What follows belongs to an exercise in optimizing a design on an open flow for small area, a short achievable clock period and few clock cycles; a production flow would make more cautious choices.
Function was checked by simulation only, so behaviour that the tests miss may differ from the original.
Power figures rest on the tool's default switching activity, not on a simulated workload.

==> run.sh <==
#!/bin/bash
# synth_recipe.tcl (not shown) runs the flow's synth.tcl, then flattens the netlist and writes it again
# the make line also repeats each setting of config.mk as NAME=value (left out here)
make -C /OpenROAD-flow-scripts/flow DESIGN_CONFIG=/design/flow/config.mk WORK_HOME=/design/flow/orfs CLKGATE_MAP_FILE= SYNTH_SCRIPT=/design/flow/synth_recipe.tcl finish
==> config.mk <==
export PLATFORM = sky130hd
export DESIGN_NAME = infix_expression_evaluator_unit
export DESIGN_NICKNAME = infix_expression_evaluator_unit
export VERILOG_FILES = /design/flow/design.v
export SDC_FILE = /design/flow/constraint.sdc
export NUM_CORES = 4
export LEC_CHECK = 0
export CAP_MARGIN = 20
export CORE_MARGIN = 2
export CORE_UTILIZATION = 40
export SLEW_MARGIN = 20
==> constraint.sdc <==
create_clock -name core_clock -period 9.0 [get_ports {clock}]
set_input_delay 1.8000 -clock core_clock [delete_from_list [all_inputs] [get_ports {clock}]]
set_output_delay 1.8000 -clock core_clock [all_outputs]
set_load 0.01 [all_outputs]
==> design.v <==
package iee_pkg;
   localparam int unsigned DATA_W = 32;
   localparam logic [7:0] CH_NEWLINE = 8'd10;
   localparam logic [7:0] CH_SPACE   = 8'd32;
   localparam logic [7:0] CH_STAR    = 8'd42;
   localparam logic [7:0] CH_PLUS    = 8'd43;
   localparam logic [7:0] CH_MINUS   = 8'd45;
   localparam logic [7:0] CH_SLASH   = 8'd47;
   localparam logic [7:0] CH_ZERO    = 8'd48;
   localparam logic [7:0] CH_NINE    = 8'd57;
   localparam logic [1:0] OP_LOAD = 2'd0;
   localparam logic [1:0] OP_MUL  = 2'd1;
   localparam logic [1:0] OP_DIV  = 2'd2;
   localparam logic [1:0] ST_OK      = 2'd0;
   localparam logic [1:0] ST_INVALID = 2'd1;
   localparam logic [1:0] ST_DIVZERO = 2'd2;
   localparam logic [1:0] PK_ADDSUB = 2'd0;
   localparam logic [1:0] PK_MULDIV = 2'd1;
   localparam logic [1:0] PK_END    = 2'd2;
   localparam logic [1:0] S_RUN   = 2'd0;   
   localparam logic [1:0] S_PEND  = 2'd1;   
   localparam logic [1:0] S_DIV   = 2'd2;   
   localparam logic [1:0] S_APPLY = 2'd3;   
endpackage
module iee_divider (
   input  logic [31:0] x,
   input  logic [31:0] rem,
   input  logic [31:0] divisor,
   input  logic [4:0]  pos,
   output logic [31:0] x_next,
   output logic [31:0] rem_next
);
   logic        bit_in;
   logic [32:0] diff;
   logic        qbit;
   logic [31:0] keep;
   assign bit_in = x[pos];
   assign diff   = {rem, bit_in} - {1'b0, divisor};
   assign qbit   = ~diff[32];
   always_comb begin
      for (int i = 0; i < 32; i++) keep[i] = (i[4:0] <= pos);
   end
   assign rem_next = qbit ? diff[31:0] : {rem[30:0], bit_in};
   assign x_next   = {x[30:0], qbit} & keep;
endmodule
import iee_pkg::*;
module infix_expression_evaluator_unit (
   input  logic                        clock,
   input  logic                        reset,
   input  logic                        req_tvalid,
   output logic                        req_tready,
   input  logic [7:0]                  req_tdata,
   input  logic                        req_tlast,
   output logic                        rsp_tvalid,
   input  logic                        rsp_tready,
   output logic signed [31:0]          rsp_tdata,
   output logic [1:0]                  rsp_tuser
);
   logic [1:0]  state_q, state_d;
   logic [31:0] sum_q, sum_d;
   logic [31:0] term_q, term_d;
   logic [31:0] acc_q, acc_d;
   logic [31:0] rem_q, rem_d;
   logic [1:0]  op_q, op_d;
   logic        sign_q, sign_d;
   logic [1:0]  st_q, st_d;
   logic        fresh_q, fresh_d;
   logic        rv_q, rv_d;
   logic [1:0]  rst_q, rst_d;
   logic [1:0]  pk_q, pk_d;
   logic        pa_q, pa_d;
   logic        pl_q, pl_d;
   logic [4:0]  pos_q, pos_d;
   logic [4:0]  cnt_q, cnt_d;
   logic        qn_q, qn_d;
   logic [7:0] c;
   logic       is_digit, is_space, is_addsub, is_muldiv, is_nl, is_inv;
   assign c         = req_tdata;
   assign is_digit  = (c >= CH_ZERO) && (c <= CH_NINE);
   assign is_space  = (c == CH_SPACE);
   assign is_addsub = (c == CH_PLUS) || (c == CH_MINUS);
   assign is_muldiv = (c == CH_STAR) || (c == CH_SLASH);
   assign is_nl     = (c == CH_NEWLINE);
   assign is_inv    = !(is_digit || is_space || is_addsub || is_muldiv || is_nl);
   logic [3:0]  d;
   logic [31:0] m;
   logic [31:0] acc_digit;
   assign d = c[3:0];
   assign m = (op_q == OP_MUL) ? term_q : 32'd1;
   assign acc_digit = (acc_q << 3) + (acc_q << 1)
                    + (d[3] ? (m << 3) : (d[2] ? (m << 2) : 32'd0))
                    + (d[1] ? (m << 1) : 32'd0)
                    + (d[0] ? m : 32'd0);
   logic [31:0] x_next, rem_next;
   iee_divider u_div (
      .x        (term_q),
      .rem      (rem_q),
      .divisor  (acc_q),
      .pos      (pos_q),
      .x_next   (x_next),
      .rem_next (rem_next)
   );
   logic [31:0] dvd_mag, dvs_mag;
   logic [4:0]  dvd_msb;
   logic        dvd_zero;
   assign dvd_mag  = term_q[31] ? (~term_q + 32'd1) : term_q;
   assign dvs_mag  = acc_q[31] ? (~acc_q + 32'd1) : acc_q;
   assign dvd_zero = (term_q == 32'd0);
   always_comb begin
      dvd_msb = 5'd0;
      for (int i = 0; i < 32; i++) if (dvd_mag[i]) dvd_msb = i[4:0];
   end
   logic       run, a_addsub, a_muldiv, a_end, a_attr, a_last, a_close;
   assign run      = (state_q == S_RUN);
   assign a_addsub = run ? is_addsub : (pk_q == PK_ADDSUB);
   assign a_muldiv = run ? is_muldiv : (pk_q == PK_MULDIV);
   assign a_end    = run ? is_nl     : (pk_q == PK_END);
   assign a_attr   = run ? (c == CH_MINUS || c == CH_SLASH) : pa_q;
   assign a_last   = run ? req_tlast : pl_q;
   assign a_close  = a_addsub || a_muldiv || a_end;
   logic        apply, needs_div, dz;
   logic [31:0] f, sumv, total;
   logic        fsub;
   logic [1:0]  st_close;
   logic        out_free;
   assign apply     = (state_q == S_APPLY);
   assign needs_div = !apply && (op_q == OP_DIV) && (acc_q != 32'd0);
   assign dz        = !apply && (op_q == OP_DIV) && (acc_q == 32'd0);
   assign f         = apply ? (qn_q ? (~term_q + 32'd1) : term_q)
                            : ((op_q == OP_DIV) ? 32'd0 : acc_q);
   assign sumv      = fresh_q ? 32'd0 : sum_q;
   assign fsub      = sign_q;
   assign total     = fsub ? (sumv - f) : (sumv + f);
   assign st_close  = (dz && st_q == ST_OK) ? ST_DIVZERO : st_q;
   assign out_free  = !rv_q || rsp_tready;
   logic take;
   assign take       = run && req_tvalid;
   assign req_tready = run;
   always_comb begin
      state_d = state_q;
      sum_d   = sum_q;
      term_d  = term_q;
      acc_d   = acc_q;
      rem_d   = rem_q;
      op_d    = op_q;
      sign_d  = sign_q;
      st_d    = st_q;
      fresh_d = fresh_q;
      rv_d    = rv_q && !rsp_tready;
      rst_d   = rst_q;
      pk_d    = pk_q;
      pa_d    = pa_q;
      pl_d    = pl_q;
      pos_d   = pos_q;
      cnt_d   = cnt_q;
      qn_d    = qn_q;
      if (state_q == S_DIV) begin
         term_d = x_next;
         rem_d  = rem_next;
         cnt_d  = cnt_q - 5'd1;
         if (cnt_q == 5'd0) state_d = S_APPLY;
      end else if (take && !a_close) begin
         if (is_digit) acc_d = acc_digit;
         if (is_inv) st_d = ST_INVALID;
         if (req_tlast) begin
            state_d = S_PEND;
            pk_d    = PK_END;
         end
      end else if (take || !run) begin
         pk_d = a_addsub ? PK_ADDSUB : (a_muldiv ? PK_MULDIV : PK_END);
         pa_d = a_attr;
         pl_d = a_last && !a_end;
         if (needs_div) begin
            term_d  = dvd_mag;
            acc_d   = dvs_mag;
            rem_d   = 32'd0;
            qn_d    = term_q[31] ^ acc_q[31];
            pos_d   = dvd_msb;
            cnt_d   = dvd_msb;
            state_d = dvd_zero ? S_APPLY : S_DIV;
         end else if (a_muldiv) begin
            st_d   = st_close;
            term_d = f;
            acc_d  = 32'd0;
            op_d   = a_attr ? OP_DIV : OP_MUL;
            if (a_last) begin
               state_d = S_PEND;
               pk_d    = PK_END;
            end else begin
               state_d = S_RUN;
            end
         end else if (!out_free) begin
            state_d = S_PEND;
            if (apply) state_d = S_APPLY;
         end else if (a_addsub) begin
            st_d    = st_close;
            sum_d   = total;
            fresh_d = 1'b0;
            sign_d  = a_attr;
            op_d    = OP_LOAD;
            acc_d   = 32'd0;
            if (a_last) begin
               state_d = S_PEND;
               pk_d    = PK_END;
            end else begin
               state_d = S_RUN;
            end
         end else begin
            rv_d    = 1'b1;
            rst_d   = st_close;
            sum_d   = (st_close == ST_OK) ? total : 32'd0;
            fresh_d = 1'b1;
            sign_d  = 1'b0;
            op_d    = OP_LOAD;
            acc_d   = 32'd0;
            st_d    = ST_OK;
            state_d = S_RUN;
         end
      end
   end
   always_ff @(posedge clock) begin
      if (reset) begin
         state_q <= S_RUN;
         acc_q   <= 32'd0;
         op_q    <= OP_LOAD;
         sign_q  <= 1'b0;
         st_q    <= ST_OK;
         fresh_q <= 1'b1;
         rv_q    <= 1'b0;
      end else begin
         state_q <= state_d;
         acc_q   <= acc_d;
         op_q    <= op_d;
         sign_q  <= sign_d;
         st_q    <= st_d;
         fresh_q <= fresh_d;
         rv_q    <= rv_d;
      end
      sum_q  <= sum_d;
      term_q <= term_d;
      rem_q  <= rem_d;
      rst_q  <= rst_d;
      pk_q   <= pk_d;
      pa_q   <= pa_d;
      pl_q   <= pl_d;
      pos_q  <= pos_d;
      cnt_q  <= cnt_d;
      qn_q   <= qn_d;
   end
   assign rsp_tvalid = rv_q;
   assign rsp_tdata  = sum_q;
   assign rsp_tuser  = rst_q;
endmodule
==> summary.txt, run 1 <==
outcome=finished clean; fraction of layout cells with a size suffix above 1=0.05280; VDD IR-drop max=0.1401 mV; cell row count=78; die height=218.5 um; fin crit share=0.8322; clock sink total=154; Core Region=0.04538 mm2; post-DP HPWL=41720 um; unrepaired setup endpoints after global routing=false; #FFs+latches synth=154; Setup CP Type=register to register; final core occ=0.4404; Layout Skew=0.02000 ns; MaxCap Viol Count=0; met2 Use GR=0.3851; io pins=49; Post-Layout Cell Count=2856; CTS-repair resized insts=0; Pleak=8.165 nW; max_slew headroom=0.2709; largest net degree at the start of global routing=53; unique cell type count in the Yosys netlist=77; GRT Max-Usage Layer=met2; max incr delay on CP=0.85 ns; Slew Limit Fails=0; Residual DRC=0; Routed WL=56230 um; number of buffers on the longest clock path=2; routed len/inst=19.69 um; H-tree Lvls=4; clk slew on worst S/H paths=0.08 ns; top cells by area, synth=edfxtp_1, fa_1, ha_1, nor2_1, xnor2_1; nets=2440; initial DRC count=1490; Critical Path End Type=register; Via-to-Cell Ratio=6.069; mapped cell area=0.01841 mm2; Final ANT Viol Nets=0; hold slack=0.4783 ns; global-route wire length before repair=90670 um; DR vias=17330; # fillers=4497; commonest non-fill, non-tap cell in the layout=nor2_1; Num CTS Buffers=17; Min Clock Period, post-route=7.490 ns; Hold Path Class=register to register; post-synthesis async set-or-reset flop share=0; Initial Utilization=0.4057; post-synthesis cell count=2292; Hold Vio Cnt, Final=0; setup_tns=0 ns; setup bufs post-CTS=0; Syn. warnings=2; max frequency=133.5 MHz; CP Data Required Time=9.22 ns; CP max FO=18; EDFF count, synth=113; GP Congestion=0.9213; register area=0.004214 mm2; synthesized area per cell=8.032 um2; Synth area leader=edfxtp_1; setup violators final=0; CP Launch Type=register; I/O Buffers=48; M1 GR Usage=0.3261; critical path, cell by cell=or4_1 > or3_1 > buf_4 > o41ai_1 > xor2_1 > o21ai_0 > nor2_1 > o21ai_0 > a21oi_1 > xor2_1 > ha_1 > and3_1 > a221oi_1 > a21oi_1 > a211o_1 > a211o_1 > a31o_2 > a2111oi_0 > o41ai_1 > xnor2_1 > nor2_1; commonest non-fill, non-tap cells in the layout=nor2_1, nand2_1, a21oi_1; worst slew pin tran=1.091 ns; area delta synth->final=8.556%; chip width=218.5 um; Inst Count DP=2822; Seq/Total Area, Yosys=0.2289; Tot GR Track Use=0.2383; WP buf/inv=1; Multi-input gate area=0.01331 mm2; full die area=0.04776 mm2; initial antenna violation count=0; later-pin clock latency in the skew report=0.49 ns; Crit path max-delay family=compound AO/OA/AOI/OAI gates; router iterations before antenna repair=6; Main synth FF type=edfxtp_1; Root Buffer=clkbuf_16; Critical Path AT=7.71 ns; Synthesized Nets=2491; vias in the first global route=16690; grt ovf=0; CTS tree=built; met3 Use GR=0.03132; Power Dens Cells=121.7 mW/mm2; slowest CP cell=or4_1; Synth top area share=0.1843; hold buffers post-CTS=0
[routing by layer]
| metal | up-vias | part of all wire |
|---|---|---|
| li1 | 8200 | - |
| met1 | 8404 | 0.45 |
| met2 | 642 | 0.47 |
| met3 | 86 | 0.062 |
| met4 | 0 | 0.025 |
| met5 | - | 0 |
[metrics by stage]
step | power, mW | setup WS (ns) | area, um2
finish | 2.433 | 1.510 | 19990
global route | 2.572 | 1.203 | 19980
CTS | 2.448 | 1.619 | 19980
detailed placement | 1.653 | 1.282 | 19380
global placement | 1.640 | 1.445 | 19370
floorplan | 1.451 | 1.961 | 18410
[synthesized netlist by cell type, types with 8 or more instances]
| cell type | count |
|---|---|
| a211o_1 | 8 |
| a211oi_1 | 22 |
| a21o_1 | 43 |
| a21oi_1 | 169 |
| a221oi_1 | 9 |
| a22oi_1 | 17 |
| a31oi_1 | 24 |
| a32o_1 | 14 |
| and2_1 | 9 |
| and3_1 | 70 |
| buf_1 | 14 |
| clkbuf_1 | 138 |
| dfxtp_1 | 41 |
| edfxtp_1 | 113 |
| fa_1 | 90 |
| ha_1 | 96 |
| inv_1 | 91 |
| mux2i_1 | 28 |
| mux4_2 | 10 |
| nand2_1 | 196 |
| nand2b_1 | 25 |
| nand3_1 | 64 |
| nand3b_1 | 9 |
| nand4_1 | 19 |
| nor2_1 | 255 |
| nor2b_1 | 54 |
| nor3_1 | 59 |
| nor4_1 | 19 |
| o211ai_1 | 12 |
| o21a_1 | 21 |
| o21ai_0 | 165 |
| o21bai_1 | 12 |
| o22ai_1 | 18 |
| o31ai_1 | 28 |
| o41ai_1 | 13 |
| or2_2 | 13 |
| or3_1 | 34 |
| or4_1 | 17 |
| xnor2_1 | 97 |
| xor2_1 | 62 |
[area by class of cell]
type	instances	share of cell area
flip-flops and latches	154	0.2109
diodes	2	0.0002504
clock buffers	19	0.02166
well taps	600	0.03756
clock inverters	13	0.008452
multi-input cells	1890	0.6661
repair buffers	86	0.03781
inverters	92	0.01728
[where the power goes]
part           leakage (nW)  switching (mW)  internal [mW]
Clock                 0.281           0.349          0.439
Combinational          6.42           0.460          0.352
Sequential             1.46          0.0211          0.811
Total                  8.16           0.831           1.60
[cell families after synthesis]
| kind of cell | Yosys count | synth area share |
|---|---|---|
| xor gates and xnor gates | 159 | 0.07564 |
| adders and majority gates | 186 | 0.1631 |
| DFF | 154 | 0.2289 |
| AOI/OAI and AO/OA | 643 | 0.2239 |
| muxes | 42 | 0.02990 |
| and+or+nand+nor | 860 | 0.2270 |
| buffers and inverters | 248 | 0.05152 |
[registers in the layout, summed over array words and instances, names as in the netlist]
signal   flops
st_q         2
rst_q        2
sum_q       32
acc_q       32
fresh_q      1
rem_q       32
term_q      32
pl_q         1
qn_q         1
pa_q         1
pos_q        5
state_q      2
pk_q         2
rv_q         1
op_q         2
cnt_q        5
sign_q       1
[path summary, 6_finish.rpt]
path | slack, ns | start | end | cells past startpoint
worst max register to register | 1.51 | term_q[2] | sum_q[30] | 21
worst min register to register | 0.48 | fresh_q | fresh_q | 1
worst min-delay path | 0.48 | fresh_q | fresh_q | 1
worst max-delay path | 1.51 | term_q[2] | sum_q[30] | 21
Testbench counts, summed over its fixed seeds: cycles 41,417.
==> run 2, diff against run 1 <==
--- a/design.v
+++ b/design.v
@@ -33,2 +33,4 @@
    logic        bit_in;
+   logic        dneg;
+   logic [32:0] addend;
    logic [32:0] diff;
@@ -37,3 +39,5 @@
    assign bit_in = x[pos];
-   assign diff   = {rem, bit_in} - {1'b0, divisor};
+   assign dneg   = divisor[31];
+   assign addend = dneg ? {1'b1, divisor} : {1'b1, ~divisor};
+   assign diff   = {rem, bit_in} + addend + {32'd0, ~dneg};
    assign qbit   = ~diff[32];
@@ -61,2 +65,3 @@
    logic [31:0] term_q, term_d;
+   logic        ts_q, ts_d;        
    logic [31:0] acc_q, acc_d;
@@ -102,8 +107,9 @@
    );
-   logic [31:0] dvd_mag, dvs_mag;
+   logic [31:0] dvd_mag;
    logic [4:0]  dvd_msb;
-   logic        dvd_zero;
+   logic        dvd_zero, dvd_min, dvd_neg;
    assign dvd_mag  = term_q[31] ? (~term_q + 32'd1) : term_q;
-   assign dvs_mag  = acc_q[31] ? (~acc_q + 32'd1) : acc_q;
    assign dvd_zero = (term_q == 32'd0);
+   assign dvd_min  = (term_q == 32'h8000_0000);
+   assign dvd_neg  = dvd_min || (ts_q ^ term_q[31]);
    always_comb begin
@@ -122,3 +128,3 @@
    logic [31:0] f, sumv, total;
-   logic        fsub;
+   logic        fs, fsub;
    logic [1:0]  st_close;
@@ -128,6 +134,6 @@
    assign dz        = !apply && (op_q == OP_DIV) && (acc_q == 32'd0);
-   assign f         = apply ? (qn_q ? (~term_q + 32'd1) : term_q)
-                            : ((op_q == OP_DIV) ? 32'd0 : acc_q);
+   assign f         = apply ? term_q : ((op_q == OP_DIV) ? 32'd0 : acc_q);
+   assign fs        = apply ? qn_q : ((op_q == OP_MUL) && ts_q);
    assign sumv      = fresh_q ? 32'd0 : sum_q;
-   assign fsub      = sign_q;
+   assign fsub      = sign_q ^ fs;
    assign total     = fsub ? (sumv - f) : (sumv + f);
@@ -142,2 +148,3 @@
       term_d  = term_q;
+      ts_d    = ts_q;
       acc_d   = acc_q;
@@ -174,5 +181,4 @@
             term_d  = dvd_mag;
-            acc_d   = dvs_mag;
             rem_d   = 32'd0;
-            qn_d    = term_q[31] ^ acc_q[31];
+            qn_d    = dvd_neg ^ acc_q[31];
             pos_d   = dvd_msb;
@@ -183,2 +189,3 @@
             term_d = f;
+            ts_d   = fs;
             acc_d  = 32'd0;
@@ -240,2 +247,3 @@
       term_q <= term_d;
+      ts_q   <= ts_d;
       rem_q  <= rem_d;
--- a/config.mk
+++ b/config.mk
@@ -7,2 +7,3 @@
 export LEC_CHECK = 0
+export ABC_CLOCK_PERIOD_IN_PS = 4000
 export CAP_MARGIN = 20
@@ -10,2 +11,3 @@
 export CORE_UTILIZATION = 40
+export SETUP_SLACK_MARGIN = 4
 export SLEW_MARGIN = 20
==> run 2 against run 1 <==
  * Critical endpoint is now acc_q[30]
  * Clock skew is 0.0046 ns lower
  * Largest cell class unchanged
  * Setup slack improved by 1.8 ns
  * Sequential share of layout area is 0.25 points lower
  * Critical path depth unchanged
==> summary.txt, run 2 <==
outcome=finished clean; Synth top area share=0.1979; post-route design area=0.02042 mm2; Slew Limit Fails=0; Pleak=8.275 nW; Post-synth top cells=nor2_1, nand2_1, a21oi_1; worst r2r src=op_q[0]; nets=2296; Crit path max-delay family=adder cells; CTS tree=built; Core Region=0.04289 mm2; Final ANT Viol Nets=0; initial antenna violation count=1; DR vias=15920; Via-to-Cell Ratio=5.903; Root Buffer=clkbuf_16; fraction of layout cells with a size suffix above 1=0.1463; Multi-input gate area=0.01313 mm2; Layout Skew=0.01539 ns; Switch Pwr=0.7552 mW; worst slew pin tran=1.111 ns; vias in the first global route=15410; H-tree Lvls=4; Hold Vio Cnt, Final=0; area delta synth->final=18.04%; Seq/Total Area, Yosys=0.2453; io pins=49; fin crit share=0.6269; initial DRC count=1621; # fillers=4070; #FFs+latches synth=155; router iterations before antenna repair=5; Syn. warnings=2; clock sink total=155; largest net degree at the start of global routing=64; Synthesized Nets=2260; Post-Layout Cell Count=2697; grt ovf=0; full die area=0.04493 mm2; R2R depth=21; die height=212.0 um; Critical Path AT=5.97 ns; global-route wire length before repair=85090 um; slowest CP cell=fa_1; number of buffers on the longest clock path=2; CP Launch Type=primary input; post-route setup slack=3.358 ns; Internal Pwr Total=1.615 mW; setup violators final=0; synthesized area per cell=8.381 um2; hold buffers post-CTS=0; Inst Count DP=2585; Hold Path Class=register to register; most common cell in the netlist=nor2_1; post-synthesis cell count=2064; slack of the worst reg-to-reg path=3.88 ns; EDFF count, synth=114; max frequency=177.2 MHz; chip width=212.0 um; Main synth FF type=edfxtp_1; clock power share=0.324; cell row count=76; GP Congestion=0.9311; # diodes=0; register area=0.004255 mm2; CP Data Required Time=9.33 ns; Critical Path End Type=register; worst hold endpoint=fresh_q; post-synthesis async set-or-reset flop share=0; commonest non-fill, non-tap cells in the layout=nor2_1, nand2_1, a21oi_1; sw frac=0.3187; Min Clock Period, post-route=5.642 ns; Placement Setup Slack=1.554 ns; CP max FO=6; Setup CP Type=primary input to register; VDD IR-drop max=0.1456 mV; unique cell type count in the Yosys netlist=89; Residual DRC=0; clk slew on worst S/H paths=0.07 ns; Gate power share=0.312; MaxCap Viol Count=0; Hold Path Depth=2; Synth area leader=edfxtp_1; Num CTS Buffers=17; unrepaired setup endpoints after global routing=true; I/O Buffers=48; HP Start=fresh_q; top cells by area, synth=edfxtp_1, fa_1, ha_1, xnor2_1, nor2_1; Top cell by count, worst path=fa_1; Initial Utilization=0.4034; Tot GR Track Use=0.2424; mapped cell area=0.01730 mm2; routed len/inst=20.40 um; max_slew headroom=0.2577; final core occ=0.4761; R2R Path End=acc_q[30]; placed cell areas=0.01824 mm2; Sequential Power Share=0.364; Power Dens Cells=116.1 mW/mm2; critical path, cell by cell=buf_16 > nand2_4 > nor2_2 > a21oi_2 > nor2_2 > fa_1 > fa_1 > fa_1 > ha_4 > fa_2 > a21o_1 > a21o_1 > a21oi_4 > nor3_4 > nor2_4 > a2111oi_4 > o21ai_2 > a21oi_1 > a21oi_1 > xor2_1 > o32ai_1; Routed WL=55030 um; commonest non-fill, non-tap cell in the layout=nor2_1; post-DP HPWL=37830 um; max incr delay on CP=0.52 ns; WP buf/inv=1; setup_tns=0 ns; later-pin clock latency in the skew report=0.48 ns
[run 2: cell types whose count changed in the layout (fill, tap and decap cells not counted), sizes merged, moves of 18 or more]
cell / before / now
inv: 95 / 59
or3: 34 / 15
nand3: 64 / 46
o31ai: 28 / 6
buf: 40 / 107
o21ai: 166 / 125
a22oi: 17 / 35
[run 2: repair_timing]
item                                    in CTS  in global routing
setup buffers                               37                 38
pin swaps                                   46                 75
endpoints found under the setup margin     151                 72
gates resized for setup                     91                115
cloned                                       3                  3
[run 2: worst max-delay path by stage]
| stage | start | endpoint | slack (ns) | cells past startpoint |
|---|---|---|---|---|
| after floorplan | req_tdata[3] | acc_q[30] | 3.04 | 21 |
| after detailed placement | req_tdata[2] | acc_q[31] | 1.55 | 20 |
| final | req_tdata[2] | acc_q[30] | 3.36 | 21 |
| after global routing | req_tdata[2] | acc_q[28] | 3.19 | 20 |
| after CTS | req_tdata[2] | acc_q[30] | 3.47 | 21 |
| after global placement | req_tdata[2] | acc_q[30] | 1.61 | 21 |
[run 2: metrics by stage]
step	hold slack, ns	power [mW]
2_1_floorplan	0.4462	1.363
3_3_place_gp	0.4384	1.552
3_5_place_dp	0.4418	1.559
4_1_cts	0.4524	2.338
5_1_grt	0.4915	2.488
6_report	0.4478	2.370
[run 2: tightest hold or removal path: stages (launching register included)]
cell and delay, ns:
dfxtp_1 0.31, nand2_1 0.05, nand2_1 0.04
[run 2: routing by layer]
metal,vias up,GRT usage,wire [um]
li1,7453,-,-
met1,7736,0.3187,23630
met2,604,0.3947,25650
met3,128,0.04525,3956
met4,0,0.09276,1792
met5,-,0,0
[run 2: logic make-up (layout without fill, tap and decap cells)]
| group | after synthesis | in the layout | share of synthesized area |
|---|---|---|---|
| simple gates | 763 | 764 | 0.2139 |
| compound gates | 543 | 543 | 0.2024 |
| buf+inv | 195 | 242 | 0.04665 |
| fa+ha+maj | 183 | 183 | 0.1714 |
| xor+xnor | 180 | 180 | 0.09113 |
| flops | 155 | 155 | 0.2453 |
| mux | 45 | 45 | 0.02915 |
[run 2: area by class of cell]
type	instances	area share
flip-flops and latches	155	0.2084
well taps	585	0.03585
clock buffers	18	0.02102
multi-input cells	1715	0.6430
clock inverters	13	0.007353
inverters	57	0.01048
repair buffers	154	0.07396
[run 2: power groups by stage]
| stage | sequential, mW | clock (mW) | combinational, mW |
|---|---|---|---|
| 6_report | 0.863 | 0.767 | 0.740 |
| 5_1_grt | 0.870 | 0.801 | 0.817 |
| 4_1_cts | 0.865 | 0.774 | 0.698 |
| 3_5_place_dp | 0.880 | 0 | 0.679 |
| 3_3_place_gp | 0.879 | 0 | 0.673 |
| 2_1_floorplan | 0.893 | 0 | 0.469 |
Testbench counts of run 2, summed over its fixed seeds: cycles 41,417.
==> run 3, diff against run 2 <==
--- a/config.mk
+++ b/config.mk
@@ -7,3 +7,2 @@
 export LEC_CHECK = 0
-export ABC_CLOCK_PERIOD_IN_PS = 4000
 export CAP_MARGIN = 20
@@ -11,3 +10,2 @@
 export CORE_UTILIZATION = 40
-export SETUP_SLACK_MARGIN = 4
 export SLEW_MARGIN = 20
==> run 3 against run 2 <==
  * Still clean on timing, DRC and antenna
  * Clock power grew 4.2%
  * Combinational power fell by 8.1%
  * Wire length down 8.7%
  * Largest cell class unchanged
==> summary.txt, run 3 <==
Setup crit start=req_tdata[2]; Initial Utilization=0.4034; full die area=0.04493 mm2; number of buffers on the longest clock path=2; chip width=212.0 um; Pleak=7.728 nW; unrepaired setup endpoints after global routing=false; max incr delay on CP=0.93 ns; # fillers=4349; Critical Path End Type=register; VDD IR-drop max=0.1396 mV; CP max FO=25; io pins=49; initial DRC count=1179; Top cell by count, worst path=nor2_1; max_slew headroom=0.2606; CTS tree=built; largest net degree at the start of global routing=64; mapped cell area=0.01730 mm2; Hold Path Class=register to register; nets=2216; router iterations before antenna repair=8; most common cell in the netlist=nor2_1; Min Clock Period, post-route=7.239 ns; later-pin clock latency in the skew report=0.47 ns; outcome=finished clean; worst slew pin tran=1.106 ns; Seq/Total Area, Yosys=0.2453; slack of the worst reg-to-reg path=2.82 ns; initial antenna violation count=0; Final ANT Viol Nets=0; worst r2r src=state_q[0]; setup violators final=0; Multi-input gate area=0.01227 mm2; Root Buffer=clkbuf_16; global-route wire length before repair=82260 um; top cells by area, synth=edfxtp_1, fa_1, ha_1, xnor2_1, nor2_1; commonest non-fill, non-tap cell in the layout=nor2_1; clk slew on worst S/H paths=0.07 ns; post-DP HPWL=37740 um; CP Launch Type=primary input; critical path, cell by cell=clkdlybuf4s50_1 > buf_4 > nand2_1 > nor2_1 > a21oi_1 > nor2_1 > fa_1 > fa_1 > fa_1 > ha_1 > nand3_1 > nor2_1 > nand3_1 > nor3_1 > nor2_1 > a2111oi_0 > o21ai_0 > a21boi_0 > xor2_1 > a22oi_1 > nor2_1; Residual DRC=0; DR vias=15110; post-synthesis cell count=2064; register area=0.004245 mm2; cell row count=76; Synth area leader=edfxtp_1; synthesized area per cell=8.381 um2; unique cell type count in the Yosys netlist=89; routed len/inst=19.17 um; fin crit share=0.8043; Hold Vio Cnt, Final=0; Layout Skew=0.01573 ns; I/O Buffers=48; Setup CP Type=primary input to register; commonest non-fill, non-tap cells in the layout=nor2_1, nand2_1, a21oi_1; Synth top area share=0.1979; hold buffers post-CTS=0; CTS-repair resized insts=0; Routed WL=50220 um; setup bufs post-CTS=0; MaxCap Viol Count=0; EDFF count, synth=114; area delta synth->final=8.513%; Main synth FF type=edfxtp_1; clock sink total=155; CP Data Required Time=9.34 ns; placed cell areas=0.01814 mm2; max frequency=138.1 MHz; Num CTS Buffers=17; R2R depth=18; vias in the first global route=14870; post-synthesis async set-or-reset flop share=0; H-tree Lvls=4; Critical Path AT=7.58 ns; Post-synth top cells=nor2_1, nand2_1, a21oi_1; setup_tns=0 ns; GP Congestion=0.9182; fraction of layout cells with a size suffix above 1=0.05558; die height=212.0 um; Synthesized Nets=2260; #FFs+latches synth=155; post-route design area=0.01877 mm2; Slew Limit Fails=0; Core Region=0.04289 mm2; Setup crit end=acc_q[28]; R2R Path End=sum_q[28]; Syn. warnings=2; Via-to-Cell Ratio=5.770; Power Dens Cells=125.0 mW/mm2; slowest CP cell=clkdlybuf4s50_1; grt ovf=0; Tot GR Track Use=0.2340
run 3: cell count changes in the layout (fill, tap and decap cells not counted), moves of 8 or more:
cell,before,now
buf_4,79,27
a21oi_1,145,162
buf_6,17,0
ha_1,76,93
a21oi_2,17,2
ha_4,14,0
nor2_1,225,238
o21ai_0,94,107
nor2_2,11,2
o21ai_1,23,14
a31oi_4,8,0
run 3: per-stage QoR:
stage          std cells  utilization  setup WS, ns  power, mW  hold WS (ns)
3_5_place_dp        2586       0.4230         1.375      1.559        0.4530
2_1_floorplan       2064            -         2.257      1.359        0.4462
3_3_place_gp        2586       0.4230         1.497      1.548        0.4360
4_1_cts             2618       0.4376         1.861      2.369        0.4642
6_report            2619       0.4377         1.761      2.346        0.4523
5_1_grt             2618       0.4377         1.224      2.477        0.5116
run 3: worst min path at each step:
stage,from,end,slack (ns),depth (start not counted)
2_1_floorplan,st_q[1],st_q[1],0.45,2
3_3_place_gp,fresh_q,fresh_q,0.44,2
3_5_place_dp,fresh_q,fresh_q,0.45,2
4_1_cts,fresh_q,fresh_q,0.46,2
5_1_grt,fresh_q,fresh_q,0.51,2
6_report,fresh_q,fresh_q,0.45,2
run 3: kinds of logic (layout without fill, tap and decap cells):
logic type               after synthesis  count (layout)  share of synthesized area
buffers and inverters                195             164                    0.04665
multiplexers                          45              45                    0.02915
AO/OA/AOI/OAI                        543             543                     0.2024
adder cells (fa/ha/maj)              183             183                     0.1714
flip-flops                           155             155                     0.2453
other                                  0               1                          0
AND/OR/NAND/NOR                      763             763                     0.2139
XOR/XNOR                             180             180                    0.09113
run 3: report_power, final:
part	internal, mW	switching, mW
clock	0.464	0.336
sequential	0.837	0.0293
combinational	0.314	0.366
run 3: final cells by class:
type | count | area share
diodes | 1 | 0.0001333
clock buffers | 21 | 0.02513
clock inverters | 11 | 0.008198
inverters | 57 | 0.01140
multi-input cells | 1714 | 0.6539
flip-flops and latches | 155 | 0.2262
well taps | 585 | 0.03899
repair buffers | 75 | 0.03613
run 3: worst max-delay path: cells and delay by family:
| family | cells | cell delay [ns] |
|---|---|---|
| XOR/XNOR | 1 | 0.11 |
| AO/OA/AOI/OAI | 5 | 1.35 |
| AND/OR/NAND/NOR | 9 | 1.07 |
| adder cells (fa/ha/maj) | 4 | 1.90 |
| buffers and inverters | 2 | 1.34 |
run 3: layer usage:
metal	GRT usage	wire [um]	vias up
li1	-	-	7292
met1	0.3208	23220	7316
met2	0.3724	22850	437
met3	0.04050	2959	66
met4	0.07916	1192	0
met5	0	0	-

re-timing with driven ports:
In the flow no input, the clock included, has a driving cell. The finished layouts below were timed again as built, in two steps. Step 1 assumes that a clkbuf_16 drives the clock port and a buf_2 every other input. Step 2 also shifts input and output timing later by t, the mid clock arrival at the registers, as if the neighbouring blocks saw the same clock. a / b / c = ideal / step 1 / step 2; a / b = the first two.
run	t (ns)	setup slack, ns	worst setup path at the end	latest minus earliest clock arrival (ns)	cell pins on the clock port's net
run 1	0.533	1.510 / 1.510 / 1.142	input to register	0.020 / 0.020	1
run 2	0.525	3.358 / 3.116 / 2.591	input to register	0.015 / 0.016	1
run 3	0.518	1.761 / 1.792 / 1.274	input to register	0.016 / 0.016	1
After both steps setup and hold are still met in every run listed. For run 2, which loses most, drivers alone change the setup slack by -0.242 ns; drivers and shift together by -0.767 ns.
